This design comes from an exercise in tuning for a short achievable clock period and few clock cycles per item on the open sky130 flow, not from production work.
Only simulation tests tie the RTL to the original design; equivalence was not proved.
No activity file was given, so power comes from the tool's default toggle rates.

--- flow/run.sh ---
#!/bin/bash
# synth_recipe.tcl (not shown) runs the flow's synth.tcl, then flattens the netlist and writes it again
# the make line also repeats each setting of config.mk as NAME=value (left out here)
make -C /OpenROAD-flow-scripts/flow DESIGN_CONFIG=/design/flow/config.mk WORK_HOME=/design/flow/orfs CLKGATE_MAP_FILE= SYNTH_SCRIPT=/design/flow/synth_recipe.tcl finish
--- flow/config.mk ---
export PLATFORM = sky130hd
export DESIGN_NAME = lc4_cpu
export DESIGN_NICKNAME = lc4_cpu
export VERILOG_FILES = /design/flow/design.v
export SDC_FILE = /design/flow/constraint.sdc
export NUM_CORES = 4
export LEC_CHECK = 0
export ABC_CLOCK_PERIOD_IN_PS = 2000
export CAP_MARGIN = 20
export CORE_MARGIN = 2
export CORE_UTILIZATION = 40
export SETUP_SLACK_MARGIN = 3.0
export SLEW_MARGIN = 20
export SYNTH_HIERARCHICAL = 1
--- flow/constraint.sdc ---
create_clock -name core_clock -period 5.0 [get_ports {gwe}]
set_input_delay 1.0000 -clock core_clock [delete_from_list [all_inputs] [get_ports {gwe}]]
set_output_delay 1.0000 -clock core_clock [all_outputs]
set_load 0.01 [all_outputs]
--- flow/design.v ---
package lc4_pkg;
   typedef logic [15:0] word_t;      
   typedef logic [2:0]  reg_sel_t;   
   typedef logic [2:0]  nzp_t;       
   localparam word_t RESET_PC = 16'h8200;
   localparam word_t NOP_INSN = 16'h0000;   
   typedef enum logic [1:0] {
      BUBBLE_NONE     = 2'd0,
      BUBBLE_MISPRED  = 2'd2,
      BUBBLE_LOAD_USE = 2'd3
   } bubble_t;
   typedef struct packed {
      word_t    pc;
      word_t    insn;
      bubble_t  bubble;
      logic     rf_we;
      reg_sel_t rd;
      word_t    rf_data;
      logic     nzp_we;
      nzp_t     nzp;
   } wb_trace_t;
endpackage
`timescale 1ns/1ps
module lc4_processor (
   input  logic               gwe,
   input  logic               i_rst_n,
   output lc4_pkg::word_t     o_imem_addr,
   input  lc4_pkg::word_t     i_imem_insn,
   output lc4_pkg::word_t     o_dmem_addr,
   input  lc4_pkg::word_t     i_dmem_rdata,
   output logic               o_dmem_we,
   output lc4_pkg::word_t     o_dmem_wdata,
   output lc4_pkg::wb_trace_t o_wb
);
   lc4_pkg::word_t pc_q;               
   logic [7:0][15:0] rf;
   lc4_pkg::nzp_t  nzp_q;              
   logic           x_valid;
   logic           x_lu;               
   lc4_pkg::word_t x_pc;
   lc4_pkg::word_t x_insn;
   lc4_pkg::word_t x_a;                
   lc4_pkg::word_t x_b;                
   lc4_pkg::word_t x_c;                
   logic           x_fc;               
   logic           x_we;
   lc4_pkg::reg_sel_t x_rd;
   logic           x_is_and;
   logic           x_is_load;
   logic           x_is_store;
   logic           x_is_br;
   logic           x_pred;
   lc4_pkg::nzp_t  x_mask;
   lc4_pkg::word_t x_redirect;         
   logic           m_valid;
   logic           m_lu;
   lc4_pkg::word_t m_pc;
   lc4_pkg::word_t m_insn;
   logic           m_we;
   lc4_pkg::reg_sel_t m_rd;
   logic           m_is_load;
   lc4_pkg::word_t m_result;
   lc4_pkg::word_t m_addr;
   logic           m_store;
   lc4_pkg::word_t m_wdata;
   lc4_pkg::bubble_t w_bubble;
   lc4_pkg::word_t w_pc;
   lc4_pkg::word_t w_insn;
   logic           w_we;
   lc4_pkg::reg_sel_t w_rd;
   lc4_pkg::word_t w_data;
   lc4_pkg::nzp_t  w_nzp;
   lc4_pkg::word_t m_val;              
   logic           m_wr;
   lc4_pkg::nzp_t  m_nzp;
   assign m_val = m_is_load ? i_dmem_rdata : m_result;
   assign m_wr  = m_valid && m_we;
   lc4_nzp i_m_nzp (.i_value(m_val), .o_nzp(m_nzp));
   assign o_dmem_addr  = m_addr;
   assign o_dmem_we    = m_store;
   assign o_dmem_wdata = m_wdata;
   lc4_pkg::word_t sum, res, op_c;
   logic           mispred;
   lc4_alu i_alu (
      .i_a      (x_a),
      .i_b      (x_b),
      .i_is_and (x_is_and),
      .o_sum    (sum),
      .o_res    (res)
   );
   assign op_c = x_fc ? i_dmem_rdata : x_c;
   lc4_branch i_branch (
      .i_br       (x_valid && x_is_br),
      .i_pred     (x_pred),
      .i_mask     (x_mask),
      .i_nzp_q    (nzp_q),
      .i_m_wr     (m_wr),
      .i_m_load   (m_is_load),
      .i_m_result (m_result),
      .i_rdata    (i_dmem_rdata),
      .o_mispred  (mispred)
   );
   lc4_pkg::word_t insn;
   logic [3:0]     op;
   logic           f_add_imm, f_add_reg, f_and, f_ldr, f_str, f_const, f_br;
   logic           f_we, f_use_a, f_b_reg;
   logic           f_fa, f_fb, f_fc, f_lc, stall;
   lc4_pkg::reg_sel_t f_rs, f_rt, f_rc;
   lc4_pkg::word_t rs_v, rt_v, rc_v, f_imm;
   lc4_pkg::word_t pcp1, target, pc_next;
   logic           f_pred;
   assign insn = i_imem_insn;
   assign op   = insn[15:12];
   assign f_rs = insn[8:6];
   assign f_rt = insn[2:0];
   assign f_rc = insn[11:9];
   assign f_add_imm = (op == 4'b0001) && insn[5];
   assign f_add_reg = (op == 4'b0001) && (insn[5:3] == 3'b000);
   assign f_and     = (op == 4'b0101) && (insn[5:3] == 3'b000);
   assign f_ldr     = (op == 4'b0110);
   assign f_str     = (op == 4'b0111);
   assign f_const   = (op == 4'b1001);
   assign f_br      = (op == 4'b0000) && (insn[11:9] != 3'b000) && (insn[8:0] != 9'd0);
   assign f_we      = f_add_imm || f_add_reg || f_and || f_ldr || f_const;
   assign f_use_a   = f_add_imm || f_add_reg || f_and || f_ldr || f_str;
   assign f_b_reg   = f_add_reg || f_and;
   lc4_rf_read i_rd_s (.i_sel(f_rs), .i_rf(rf), .i_wt(m_wr && (m_rd == f_rs)), .i_wt_val(m_val), .o_val(rs_v));
   lc4_rf_read i_rd_t (.i_sel(f_rt), .i_rf(rf), .i_wt(m_wr && (m_rd == f_rt)), .i_wt_val(m_val), .o_val(rt_v));
   lc4_rf_read i_rd_c (.i_sel(f_rc), .i_rf(rf), .i_wt(m_wr && (m_rd == f_rc)), .i_wt_val(m_val), .o_val(rc_v));
   assign f_fa  = x_valid && x_we && (x_rd == f_rs) && f_use_a;
   assign f_fb  = x_valid && x_we && (x_rd == f_rt) && f_b_reg;
   assign f_fc  = x_valid && x_we && (x_rd == f_rc) && f_str;
   assign stall = x_is_load && (f_fa || f_fb);
   assign f_lc  = x_is_load && f_fc;
   always_comb begin
      if (f_add_imm) begin
         f_imm = {{11{insn[4]}}, insn[4:0]};
      end else if (f_const) begin
         f_imm = {{7{insn[8]}}, insn[8:0]};
      end else begin
         f_imm = {{10{insn[5]}}, insn[5:0]};   
      end
   end
   lc4_fetch i_fetch (
      .i_insn     (insn),
      .i_pc       (pc_q),
      .i_mispred  (mispred),
      .i_redirect (x_redirect),
      .i_stall    (stall),
      .o_pcp1     (pcp1),
      .o_target   (target),
      .o_pred     (f_pred),
      .o_pc_next  (pc_next)
   );
   assign o_imem_addr = pc_q;
   always_ff @(posedge gwe or negedge i_rst_n) begin
      if (!i_rst_n) begin
         pc_q     <= lc4_pkg::RESET_PC;
         nzp_q    <= 3'b010;
         x_valid  <= 1'b0;
         x_lu     <= 1'b0;
         m_valid  <= 1'b0;
         m_lu     <= 1'b0;
         m_store  <= 1'b0;
         m_addr   <= 16'h0000;
         m_wdata  <= 16'h0000;
         w_bubble <= lc4_pkg::BUBBLE_MISPRED;
         w_we     <= 1'b0;
         for (int i = 0; i < 8; i++) begin
            rf[i] <= 16'h0000;
         end
      end else begin
         pc_q <= pc_next;
         x_valid <= !mispred && !stall;
         x_lu    <= !mispred && stall;
         m_valid <= x_valid;
         m_lu    <= x_lu;
         m_store <= x_valid && x_is_store;
         m_addr  <= (x_valid && (x_is_load || x_is_store)) ? sum : 16'h0000;
         m_wdata <= (x_valid && x_is_store) ? op_c : 16'h0000;
         if (m_wr) begin
            rf[m_rd] <= m_val;
            nzp_q    <= m_nzp;
         end
         w_bubble <= m_valid ? lc4_pkg::BUBBLE_NONE :
                     (m_lu ? lc4_pkg::BUBBLE_LOAD_USE : lc4_pkg::BUBBLE_MISPRED);
         w_we     <= m_wr;
      end
   end
   always_ff @(posedge gwe) begin
      x_pc       <= pc_q;
      x_insn     <= insn;
      x_a        <= f_const ? 16'h0000 : (f_fa ? res : rs_v);
      x_b        <= f_b_reg ? (f_fb ? res : rt_v) : f_imm;
      x_c        <= f_fc ? res : rc_v;
      x_fc       <= f_lc;
      x_we       <= f_we;
      x_rd       <= f_rc;
      x_is_and   <= f_and;
      x_is_load  <= f_ldr;
      x_is_store <= f_str;
      x_is_br    <= f_br;
      x_pred     <= f_pred;
      x_mask     <= insn[11:9];
      x_redirect <= f_pred ? pcp1 : target;
      m_pc       <= x_pc;
      m_insn     <= x_insn;
      m_we       <= x_we;
      m_rd       <= x_rd;
      m_is_load  <= x_is_load;
      m_result   <= res;
      w_pc       <= m_pc;
      w_insn     <= m_insn;
      w_rd       <= m_rd;
      w_data     <= m_val;
      w_nzp      <= m_nzp;
   end
   assign o_wb.pc      = w_pc;
   assign o_wb.insn    = w_insn;
   assign o_wb.bubble  = w_bubble;
   assign o_wb.rf_we   = w_we;
   assign o_wb.rd      = w_rd;
   assign o_wb.rf_data = w_data;
   assign o_wb.nzp_we  = w_we;
   assign o_wb.nzp     = w_nzp;
endmodule
module lc4_nzp (
   input  lc4_pkg::word_t i_value,
   output lc4_pkg::nzp_t  o_nzp
);
   logic zero;
   assign zero  = (i_value == 16'h0000);
   assign o_nzp = {i_value[15], zero, !i_value[15] && !zero};
endmodule
module lc4_alu (
   input  lc4_pkg::word_t i_a,
   input  lc4_pkg::word_t i_b,
   input  logic           i_is_and,
   output lc4_pkg::word_t o_sum,
   output lc4_pkg::word_t o_res
);
   assign o_sum = i_a + i_b;
   assign o_res = i_is_and ? (i_a & i_b) : o_sum;
endmodule
module lc4_rf_read (
   input  lc4_pkg::reg_sel_t i_sel,
   input  logic [7:0][15:0]  i_rf,
   input  logic              i_wt,
   input  lc4_pkg::word_t    i_wt_val,
   output lc4_pkg::word_t    o_val
);
   assign o_val = i_wt ? i_wt_val : i_rf[i_sel];
endmodule
module lc4_branch (
   input  logic           i_br,
   input  logic           i_pred,
   input  lc4_pkg::nzp_t  i_mask,
   input  lc4_pkg::nzp_t  i_nzp_q,
   input  logic           i_m_wr,
   input  logic           i_m_load,
   input  lc4_pkg::word_t i_m_result,
   input  lc4_pkg::word_t i_rdata,
   output logic           o_mispred
);
   logic mp_n, mp_z, mp_p, mp_q, mp_r, mp_l;
   logic r_neg, r_zero, l_zero;
   assign mp_n = i_br && (i_mask[2] != i_pred);
   assign mp_z = i_br && (i_mask[1] != i_pred);
   assign mp_p = i_br && (i_mask[0] != i_pred);
   assign mp_q = i_br && (((i_mask & i_nzp_q) != 3'b000) != i_pred);
   assign r_neg  = i_m_result[15];
   assign r_zero = (i_m_result == 16'h0000);
   assign mp_r   = r_neg ? mp_n : (r_zero ? mp_z : mp_p);
   assign l_zero = (i_rdata == 16'h0000);
   assign mp_l   = i_rdata[15] ? mp_n : (l_zero ? mp_z : mp_p);
   assign o_mispred = !i_m_wr ? mp_q : (i_m_load ? mp_l : mp_r);
endmodule
module lc4_fetch (
   input  lc4_pkg::word_t i_insn,
   input  lc4_pkg::word_t i_pc,
   input  logic           i_mispred,
   input  lc4_pkg::word_t i_redirect,
   input  logic           i_stall,
   output lc4_pkg::word_t o_pcp1,
   output lc4_pkg::word_t o_target,
   output logic           o_pred,
   output lc4_pkg::word_t o_pc_next
);
   logic [9:0] lo;
   logic [6:0] hi_m1, hi_p1;
   logic [1:0] pop2;
   assign o_pcp1 = i_pc + 16'd1;
   lc4_add9c i_lo (.i_a(i_pc[8:0]), .i_b(i_insn[8:0]), .o_s(lo));
   lc4_hi7 i_hi (.i_hi(i_pc[15:9]), .o_m1(hi_m1), .o_p1(hi_p1));
   always_comb begin
      case ({i_insn[8], lo[9]})
         2'b00:   o_target[15:9] = i_pc[15:9];
         2'b01:   o_target[15:9] = hi_p1;
         2'b10:   o_target[15:9] = hi_m1;
         default: o_target[15:9] = i_pc[15:9];
      endcase
      o_target[8:0] = lo[8:0];
   end
   assign o_pred = (i_insn[15:12] == 4'b0000) &&
                   ((i_insn[8] && (i_insn[11:9] != 3'b000)) ||
                    (i_insn[11] && i_insn[10]) || (i_insn[11] && i_insn[9]) ||
                    (i_insn[10] && i_insn[9]));
   always_comb begin
      if (i_mispred) begin
         o_pc_next = i_redirect;
      end else if (i_stall) begin
         o_pc_next = i_pc;
      end else if (o_pred) begin
         o_pc_next = o_target;
      end else begin
         o_pc_next = o_pcp1;
      end
   end
endmodule
module lc4_add9c (
   input  logic [8:0] i_a,
   input  logic [8:0] i_b,
   output logic [9:0] o_s
);
   logic [10:0] t;
   assign t   = {1'b0, i_a, 1'b1} + {1'b0, i_b, 1'b1};
   assign o_s = t[10:1];
endmodule
module lc4_hi7 (
   input  logic [6:0] i_hi,
   output logic [6:0] o_m1,
   output logic [6:0] o_p1
);
   assign o_m1 = i_hi - 7'd1;
   assign o_p1 = i_hi + 7'd1;
endmodule
`timescale 1ns/1ps
module lc4_cpu (
   input  logic        gwe,
   input  logic        i_rst_n,
   output logic [15:0] o_imem_addr,
   input  logic [15:0] i_imem_insn,
   output logic [15:0] o_dmem_addr,
   input  logic [15:0] i_dmem_rdata,
   output logic        o_dmem_we,
   output logic [15:0] o_dmem_wdata,
   output logic [15:0] o_wb_pc,
   output logic [15:0] o_wb_insn,
   output logic [1:0]  o_wb_bubble,
   output logic        o_wb_rf_we,
   output logic [2:0]  o_wb_rd,
   output logic [15:0] o_wb_rf_data,
   output logic        o_wb_nzp_we,
   output logic [2:0]  o_wb_nzp
);
   lc4_pkg::wb_trace_t wb;
   lc4_processor i_lc4_processor (
      .gwe          (gwe),
      .i_rst_n      (i_rst_n),
      .o_imem_addr  (o_imem_addr),
      .i_imem_insn  (i_imem_insn),
      .o_dmem_addr  (o_dmem_addr),
      .i_dmem_rdata (i_dmem_rdata),
      .o_dmem_we    (o_dmem_we),
      .o_dmem_wdata (o_dmem_wdata),
      .o_wb         (wb)
   );
   assign o_wb_pc      = wb.pc;
   assign o_wb_insn    = wb.insn;
   assign o_wb_bubble  = wb.bubble;
   assign o_wb_rf_we   = wb.rf_we;
   assign o_wb_rd      = wb.rd;
   assign o_wb_rf_data = wb.rf_data;
   assign o_wb_nzp_we  = wb.nzp_we;
   assign o_wb_nzp     = wb.nzp;
endmodule
==> metrics.cfg <==
[global_route]
grt_max_degree = 100
grt_usage = 0.2846
grt_pass1_wl_um = 107100
antenna_found_initial = 3
grt_pass1_vias = 16920
overflow = 0

[power_and_ir_drop]
p_leak_nw = 11.98
ir_drop_mv = 0.4355
p_per_area_mw_per_mm2 = 510.9

[floorplanning]
dieArea_mm2 = 0.04974
io_pins = 141
initial_core_util = 0.4036
core-area_mm2 = 0.04755
die_w_um = 223.0
die_y_um = 223.0
row_count = 80

[critical_path]
critical_path_class = in2reg
critical_path.max_stage_delay_ns = 0.37
reg2reg_depth = 10
end_kind = register
crit_top_cell = mux2i_2
worstPathRequired_ns = 5.46
rrSetupSlack_ns = 2.19
critPathSlowestCell = nor4_4
r2r_start = i_lc4_processor.nzp_q[0]$_DFFE_PN0P_
arrival_ns = 3.28
path_depth = 12
crit_family = simple AND/OR/NAND/NOR gates
worst_setup_path_start_kind = primary input
worstSetupEndpoint = i_lc4_processor.pc_q[3]$_DFF_PN0_
crit_buf_inv = 3
path_max_fanout = 5
crit_chain = buf_12 -> nor4_4 -> nand4_1 -> mux2i_2 -> a41oi_2 -> buf_6 -> o21ai_4 -> buf_4 -> mux2i_2 -> nand2_1 -> a21oi_1 -> a211oi_1
r2r_end = i_lc4_processor.pc_q[7]$_DFF_PN0_
timing.critical_path.from = i_dmem_rdata[0]

[synthesis]
synthSimpleGateAreaFrac = 0.1015
synthArstFlopShare = 0.4783
syn-cell-area_mm2 = 0.01919
synth_top_family_by_area = compound AO/OA/AOI/OAI gates
yosys.cell_types.count = 92
syn_inst = 1772
muxShareOfSynthArea = 0.1526
synth-xor-area-share = 0.02967
synth_fa_ha_area_frac = 0.02478
synth_nets = 1842
synth_compound_area_frac = 0.1890
synth-seq-cells = 391
synth_flop_cell = dfxtp_1
synth_edf_count = 0
seq_area_frac_synth = 0.4569
yosysWarnings = 8
syn_avg_cell_area_um2 = 10.83

[placed_design]
gp_congestion = 0.9058
io_buffers = 140
hpwlAfterDp_um = 41720
dpl_cell_area_mm2 = 0.02137

[drt]
drt_iter0_drc = 1645
drc = 0
wl_met1_um = 29440
num_vias = 17040
firstDrtPassIters = 7
via_per_inst = 6.143
route.met3.wl_um = 7560
routed_wl_um = 74330
highest_layer = met5
wl_met2_um = 32600
wl_per_cell_um = 26.80
ant_nets = 0

[cells_and_area]
layout_common_cells = dfrtp_1 (169), buf_4 (161), a22o_1 (160)
design_area_mm2 = 0.02783
nets = 2195
drive_gt1_frac = 0.4873
diodes = 0
final_common_cell = dfrtp_1
synthToLayoutAreaGrowth_pct = 45.03

[timing]
rsz0062_at_grt = yes
tns_ns = 0
final.setup_skew_ns = 0.02828
finalMaxSlewViolations = 0
setup_viol = 0
hold_viol = 0
worst_pin_slew_ns = 1.120
fin_crit_sh = 0.5638
whs_ns = 0.3225
slew_headroom = 0.2525
fmax_mhz = 354.7
fin_crit_ns = 2.819

[clock_tree]
cts_buffer_depth = 3
numCtsBuffers = 44
clock_sinks = 391
clk_latency_ns = 0.59
cts.clk_slew.worst_paths_ns = 0.06
cts_tree = yes
cts_root_buf = clkbuf_16
htree_levels = 2

[job]
max_cap_violations = 0

[outcome]
outcome = finished clean

[worst_hold_path]
hold_path_class = reg2reg

-- worst register-to-register path: stages (launching register included) --
cell	delay, ns
dfrtp_1	0.39
a222oi_1	0.65
xor2_1	0.34
nor3b_2	0.10
a41oi_2	0.21
buf_6	0.16
buf_12	0.10
o21ai_4	0.06
or4b_4	0.50
a21oi_2	0.16
nor4_2	0.05
-- per-module statistics from Yosys (local to each module, per instance), a selection --
| module | cell area (um^2) | flip-flops and latches | times used |
|---|---|---|---|
| lc4_processor | 12400 | 391 | 1 |
| lc4_rf_read | 1310 | 0 | 3 |
| lc4_fetch | 1044 | 0 | 1 |
| lc4_alu | 1010 | 0 | 1 |
| lc4_add9c | 364.1 | 0 | 1 |
| lc4_hi7 | 206.4 | 0 | 1 |
| lc4_branch | 182.7 | 0 | 1 |
| lc4_nzp | 57.56 | 0 | 1 |
-- through the flow --
stage	instances	power (mW)	utilization	worst slack, ns
after floorplan	1772	7.540	-	1.926
after global placement	2440	8.981	0.4494	0.6111
after detailed placement	2440	9.067	0.4494	0.7331
after CTS	2685	13.41	0.5508	2.419
after global routing	2774	14.84	0.5854	2.103
final	2774	14.22	0.5854	2.181
-- cell families (layout without fill, tap and decap cells) --
family | Yosys count | in the layout
AO/OA/AOI/OAI | 455 | 456
flip-flops | 391 | 391
AND/OR/NAND/NOR | 385 | 389
multiplexers | 275 | 275
buffers and inverters | 164 | 546
XOR/XNOR | 65 | 65
adder cells (fa/ha/maj) | 37 | 37
-- routing by layer --
metal,vias to the layer above,GRT usage
met5,-,0
met4,6,0.1639
met3,302,0.06243
met2,1017,0.4288
met1,8429,0.3776
li1,7287,-
-- timing repair --
| item | in CTS | in global routing |
|---|---|---|
| hold buffers | 0 | 0 |
| pin swaps | 123 | 80 |
| hold endpoints to repair | 0 | 0 |
| resized for setup | 1063 | 198 |
| gates cloned | 17 | 5 |
| endpoints found under the setup margin | 341 | 331 |
| setup buffers | 148 | 84 |
-- worst min path at each step --
stage | start | slack, ns | end | cells past startpoint
after global placement | i_lc4_processor.m_pc[3]$_DFF_P_ | 0.31 | i_lc4_processor.w_pc[3]$_DFF_P_ | 0
after global routing | i_lc4_processor.x_pc[13]$_DFF_P_ | 0.33 | i_lc4_processor.m_pc[13]$_DFF_P_ | 0
final | i_lc4_processor.x_insn[4]$_DFF_P_ | 0.32 | i_lc4_processor.m_insn[4]$_DFF_P_ | 0
after CTS | i_lc4_processor.m_pc[1]$_DFF_P_ | 0.33 | i_lc4_processor.w_pc[1]$_DFF_P_ | 0
after detailed placement | i_lc4_processor.x_pc[0]$_DFF_P_ | 0.31 | i_lc4_processor.m_pc[0]$_DFF_P_ | 0
after floorplan | i_lc4_processor.x_insn[0]$_DFF_P_ | 0.31 | i_lc4_processor.m_insn[0]$_DFF_P_ | 0
-- cell type report --
class / instances / area [um^2]
sequential: 391 / 8866
clock buffer: 56 / 1249
multi-input combinational: 1222 / 12000
tap: 615 / 769.5
timing repair buffer: 419 / 4513
inverter: 46 / 219.0
timing repair inverter: 1 / 8.758
fill: 3737 / 19710
clock inverter: 24 / 209.0
-- power by group --
part	leakage, nW	switching (mW)	internal, mW
registers	4.17	0.691	4.11
logic	7.09	3.08	3.05
clock network	0.721	1.39	1.89
-- state kept, by name, indices dropped and copies added, names as in the netlist, 3 cells and up --
register                    flops
i_lc4_processor.x_pc           16
i_lc4_processor.m_addr         16
i_lc4_processor.m_insn         14
i_lc4_processor.x_b            16
i_lc4_processor.w_pc           16
i_lc4_processor.nzp_q           3
i_lc4_processor.rf            128
i_lc4_processor.w_data         16
i_lc4_processor.w_insn         14
i_lc4_processor.m_pc           16
i_lc4_processor.x_insn         14
i_lc4_processor.x_redirect     16
i_lc4_processor.pc_q           16
i_lc4_processor.m_result       16
i_lc4_processor.x_c            16
i_lc4_processor.w_nzp           3
i_lc4_processor.x_a            16
i_lc4_processor.m_wdata        16
-- Yosys cell counts, types with 42 or more instances --
master,count,share of area
dfxtp_1,204,0.21
dfrtp_1,183,0.24
a22o_1,160,0.073
mux2_2,140,0.082
mux2i_1,135,0.070
nand2_1,127,0.025
nor2_1,94,0.018
a21oi_1,63,0.016
clkbuf_1,55,0.011
o22ai_1,51,0.017
o21ai_0,45,0.012
inv_1,44,0.0086
o31ai_2,42,0.027
Testbench counts, summed over its fixed seeds: cycles 54,013, instructions 51,200.

## separate check: timing with driven ports
No port has a modelled driver above. Below, the same layout with a new extraction and two added sets of constraints.
Step 1, drivers: a clkbuf_16 drives gwe and a buf_2 each remaining input, both assumed.
Step 2 also shifts input and output timing later by t, the mid clock arrival at the registers, as if the neighbouring blocks saw the same clock.
a / b / c = no drivers / after step 1 / after step 2; a / b = the first two.
t (ns): 0.631
slack for setup (ns): 2.181 / 2.185 / 1.553
clock arrival spread, ns: 0.033 / 0.033
worst data-port slew with drivers (ns): 0.14
pins driven straight from the clock port: 1
After both steps this run still meets setup and hold. For this run, drivers alone change the setup slack by +0.004 ns; drivers and shift together by -0.628 ns.
